This is an optimization exercise on Yosys and OpenROAD, whose aim is small area, a short achievable clock period and few clock cycles per item, not a production implementation. In this exercise RTL edits were held to simulation tests only and were not proved equivalent to the original.

== main ==
// subbytes_stream
module subbytes_stream
#(
   parameter int LANES      = 16,
   parameter int CNT_W      = 32
) (
   input  logic                    clk,
   input  logic                    rst,
   input  logic                    in_valid,
   output logic                    in_ready,
   input  logic [aes_pkg::BYTE_W*LANES-1:0] in_data,
   input  logic                    in_inv,
   input  logic                    in_last,
   output logic                    out_valid,
   input  logic                    out_ready,
   output logic [aes_pkg::BYTE_W*LANES-1:0] out_data,
   output logic                    out_last,
   output logic [CNT_W-1:0]        beat_count
);
Settings: LEC_CHECK=0, CAP_MARGIN=20, CORE_MARGIN=2, CORE_UTILIZATION=45, PLACE_DENSITY=0.6, SETUP_SLACK_MARGIN=2.1, SLEW_MARGIN=20, SYNTH_HIERARCHICAL=1, SYNTH_MINIMUM_KEEP_SIZE=0; clock period 5.5 ns.
standard.sh (not shown) runs the stock make flow with config.mk's settings and CLKGATE_MAP_FILE= SYNTH_SCRIPT=/design/flow/synth_recipe.tcl, a recipe that flattens the netlist after the stock synthesis.
==> flow/flow/run.sh <==
#!/bin/bash
# The standard layout (standard.sh), except that the port buffers that
# buffer_ports inserts are sky130_fd_sc_hd__buf_2 cells instead of its default pick.
set -euo pipefail
export BUFFER_PORTS_ARGS="-buffer_cell sky130_fd_sc_hd__buf_2"
bash standard.sh > standard_make.log 2>&1
Testbench counts of main, summed over its fixed seeds: cycles 4,112, items 4,096.
The inputs of the feature branch differ from those of main as listed below.
==> flow/run.sh (new file) <==
#!/bin/bash
# synth_recipe.tcl (not shown) runs the flow's synth.tcl, then flattens the netlist and writes it again
# the make line also repeats each setting of config.mk as NAME=value (left out here)
make -C /OpenROAD-flow-scripts/flow DESIGN_CONFIG=/design/flow/config.mk WORK_HOME=/design/flow/orfs CLKGATE_MAP_FILE= SYNTH_SCRIPT=/design/flow/synth_recipe.tcl finish
--- a/flow/config.mk
+++ b/flow/config.mk
@@ -11,3 +11,3 @@
 export PLACE_DENSITY = 0.6
-export SETUP_SLACK_MARGIN = 2.1
+export SETUP_SLACK_MARGIN = 1.8
 export SLEW_MARGIN = 20
removed: flow/flow/run.sh
removed: flow/standard.sh
## What came out
As far as final net count is concerned, main and the feature branch perform about the same. Compared with main, in the feature branch met3 layer wire length in the routed design moved up.

---

subbytes_stream, a different RTL version from the one above (not shown whole).
For scale: about 360 flip-flops, roughly 300 I/O pins, ~34000 um2 of cells after synthesis.
export LEC_CHECK = 0
export CAP_MARGIN = 20
export CORE_MARGIN = 2
export CORE_UTILIZATION = 45
export CTS_BUF_LIST = sky130_fd_sc_hd__clkbuf_4 sky130_fd_sc_hd__clkbuf_8
export CTS_CLUSTER_DIAMETER = 80
export CTS_CLUSTER_SIZE = 16
export PLACE_DENSITY = 0.6
export SETUP_SLACK_MARGIN = 2.3
export SLEW_MARGIN = 20
export SYNTH_HIERARCHICAL = 1
export SYNTH_MINIMUM_KEEP_SIZE = 0
create_clock -name core_clock -period 5.5 [get_ports {clk}]
==> flow/flow/run.sh <==
#!/bin/bash
# The standard layout (standard.sh), except that the port buffers that
# buffer_ports inserts are sky130_fd_sc_hd__buf_2 cells instead of its default pick.
set -euo pipefail
export BUFFER_PORTS_ARGS="-buffer_cell sky130_fd_sc_hd__buf_2"
bash standard.sh > standard_make.log 2>&1
Testbench counts at the start, summed over its fixed seeds: cycles 4,112, items 4,096.
Rerun with:
--- a/flow/config.mk
+++ b/flow/config.mk
@@ -12,5 +12,5 @@
 export CTS_CLUSTER_DIAMETER = 80
-export CTS_CLUSTER_SIZE = 16
+export CTS_CLUSTER_SIZE = 20
 export PLACE_DENSITY = 0.6
-export SETUP_SLACK_MARGIN = 2.3
+export SETUP_SLACK_MARGIN = 2.2
 export SLEW_MARGIN = 20
What happened: The new run completed with no timing, DRC or antenna violations. Die area stays the same. Maximum frequency drops by 3.1%. Core utilization drops by 1.1 points.
Rerun with:
--- a/flow/config.mk
+++ b/flow/config.mk
@@ -11,6 +11,4 @@
 export CTS_BUF_LIST = sky130_fd_sc_hd__clkbuf_4 sky130_fd_sc_hd__clkbuf_8
-export CTS_CLUSTER_DIAMETER = 80
-export CTS_CLUSTER_SIZE = 20
 export PLACE_DENSITY = 0.6
-export SETUP_SLACK_MARGIN = 2.2
+export SETUP_SLACK_MARGIN = 2.3
 export SLEW_MARGIN = 20
@@ -18 +16,2 @@
 export SYNTH_MINIMUM_KEEP_SIZE = 0
+export TNS_END_PERCENT = 50
The changed run completed with no timing, DRC or antenna violations.
Sequential share of layout area came out lower by 0.65 points.
Global-route usage climbs by 0.86 points.
Via count goes up by about 2.3%.
Final cell count is higher by 1.4%.
Hold slack loses 21 ps.

---

Setup of run A:
subbytes_stream again, from the RTL that the note above started with.
Settings: LEC_CHECK=0, CAP_MARGIN=20, CORE_MARGIN=2, CORE_UTILIZATION=45, CTS_BUF_LIST=sky130_fd_sc_hd__clkbuf_4 sky130_fd_sc_hd__clkbuf_8, CTS_CLUSTER_DIAMETER=80, CTS_CLUSTER_SIZE=20, PLACE_DENSITY=0.6, SETUP_SLACK_MARGIN=2.4, SLEW_MARGIN=20, SYNTH_HIERARCHICAL=1, SYNTH_MINIMUM_KEEP_SIZE=0; clock period 5.5 ns.
Scripts as last shown in full above: flow/flow/run.sh
Testbench counts of run A, summed over its fixed seeds: cycles 4,112, items 4,096.
Modified inputs, run B compared to run A
diff --git a/flow/config.mk b/flow/config.mk
--- a/flow/config.mk
+++ b/flow/config.mk
@@ -10 +10 @@
-export CORE_UTILIZATION = 45
+export CORE_UTILIZATION = 55
@@ -14,2 +14,2 @@
-export PLACE_DENSITY = 0.6
-export SETUP_SLACK_MARGIN = 2.4
+export PLACE_DENSITY = 0.7
+export SETUP_SLACK_MARGIN = 2.3
Findings:
On clock period minus worst slack, run B does worse than run A. Final cell count (run B vs. run A) decreases by a few percent. Run B vs. run A: utilization shows an increase of 9.1 points; number of cell rows shows a reduction of about 9%; count of clock tree sinks shows no meaningful change. Comparing run A and run B, setup slack is higher on run A.
What run C does differently from run B at the input level:
diff --git a/flow/config.mk b/flow/config.mk
--- a/flow/config.mk
+++ b/flow/config.mk
@@ -10,5 +10,5 @@
-export CORE_UTILIZATION = 55
-export CTS_BUF_LIST = sky130_fd_sc_hd__clkbuf_4 sky130_fd_sc_hd__clkbuf_8
-export CTS_CLUSTER_DIAMETER = 80
-export CTS_CLUSTER_SIZE = 20
-export PLACE_DENSITY = 0.7
+export CORE_UTILIZATION = 45
+export CTS_BUF_LIST = sky130_fd_sc_hd__clkbuf_8 sky130_fd_sc_hd__clkbuf_16
+export CTS_CLUSTER_DIAMETER = 100
+export CTS_CLUSTER_SIZE = 30
+export PLACE_DENSITY = 0.6
--- outcome ---
Compared to run B, run C was floorplanned on a bigger die. Shortest period the worst path allows (lower): run C. The fmax in run C was higher than what run B gave. On worst setup slack, run B loses to run C. [compare] base=run B new=run C: global-route wire length before repair lower, detailed-placement wirelength estimate lower.
Edits applied to the flow inputs when going from run C to run D:
diff --git a/flow/config.mk b/flow/config.mk
--- a/flow/config.mk
+++ b/flow/config.mk
@@ -11,3 +11 @@
-export CTS_BUF_LIST = sky130_fd_sc_hd__clkbuf_8 sky130_fd_sc_hd__clkbuf_16
-export CTS_CLUSTER_DIAMETER = 100
-export CTS_CLUSTER_SIZE = 30
+export CTS_BUF_LIST = sky130_fd_sc_hd__clkbuf_4 sky130_fd_sc_hd__clkbuf_8
@@ -18,0 +17 @@
+export TNS_END_PERCENT = 20
==> run summary <==
- [compare] base=run C new=run D: design area went up 0.54%, fraction of area in registers held, clock period minus final worst setup slack went up 130 ps, number of gates resized after cts went up 24, filler cell count in the final layout went up 0.53%.
- Between run D and run C, the global-route usage is higher for run D.
- The slack of the critical path reported for run D is smaller than that of run C by 130 ps.
- The higher count of clock-buffer cells in the layout came out of run D.
- Run D ended up with more standard cells than run C.
#### Input delta (run E over run D)
diff --git a/flow/config.mk b/flow/config.mk
--- a/flow/config.mk
+++ b/flow/config.mk
@@ -11,0 +12 @@
+export GPL_ROUTABILITY_DRIVEN = 0
@@ -17 +17,0 @@
-export TNS_END_PERCENT = 20
Results
- The more densely filled core belongs to run E, not run D.
- Relative to run D, the final cell area reported for run E is higher.
- Run E ended up with s2_q[110] as its launch point of the critical path; run D ended up with in_inv.
- Against run D, largest net degree at the start of global routing in run E fell by more than 10%.

[what the ideal ports hide]
In the flow no input, the clock included, has a driving cell. The finished layouts below were timed again as built, in two steps.
Step 1, drivers: a clkbuf_16 drives clk and a buf_2 each remaining input, both assumed.
Step 2 moves the port delays by t, midway between the first and last clock arrival at a register: inputs arrive t later, outputs are due t later. That takes back most of the time a late clock gives input paths.
Three values: ideal, step 1, step 2; two values: the first two.
run | shift t [ns] | setup slack, ns | hold slack, ns | worst setup path at the end | worst slew at a driven data input, ns
main | 0.619 | 2.187 / 2.190 / 1.570 | 0.425 / 0.425 / 0.425 | input to register | 0.09
the feature branch | 0.621 | 1.855 / 1.858 / 1.267 | 0.423 / 0.423 / 0.423 | input to register | 0.06
the first run of note 2 | 0.724 | 2.403 / 2.249 / 1.525 | 0.434 / 0.434 / 0.434 | input to register | 0.34
the second run of note 2 | 0.716 | 2.303 / 2.284 / 1.578 | 0.431 / 0.431 / 0.431 | input to register | 0.09
the third run of note 2 | 0.664 | 2.310 / 2.195 / 1.531 | 0.410 / 0.410 / 0.410 | input to register | 0.16
run A | 0.726 | 2.444 / 2.384 / 1.658 | 0.408 / 0.372 / 0.428 | input to register | 0.23
run B | 0.681 | 2.367 / 2.309 / 1.633 | 0.434 / 0.434 / 0.434 | input to register | 0.14
run C | 0.635 | 2.409 / 2.185 / 1.550 | 0.432 / 0.432 / 0.432 | input to register | 0.31
run D | 0.662 | 2.274 / 2.268 / 1.606 | 0.407 / 0.407 / 0.407 | input to register | 0.10
run E | 0.686 | 2.426 / 2.214 / 1.528 | 0.425 / 0.425 / 0.425 | input to register | 0.33
After both steps setup and hold are still met in every run listed. The setup slack of run E, which loses most, moves by -0.212 ns with the drivers and by -0.898 ns with both steps.
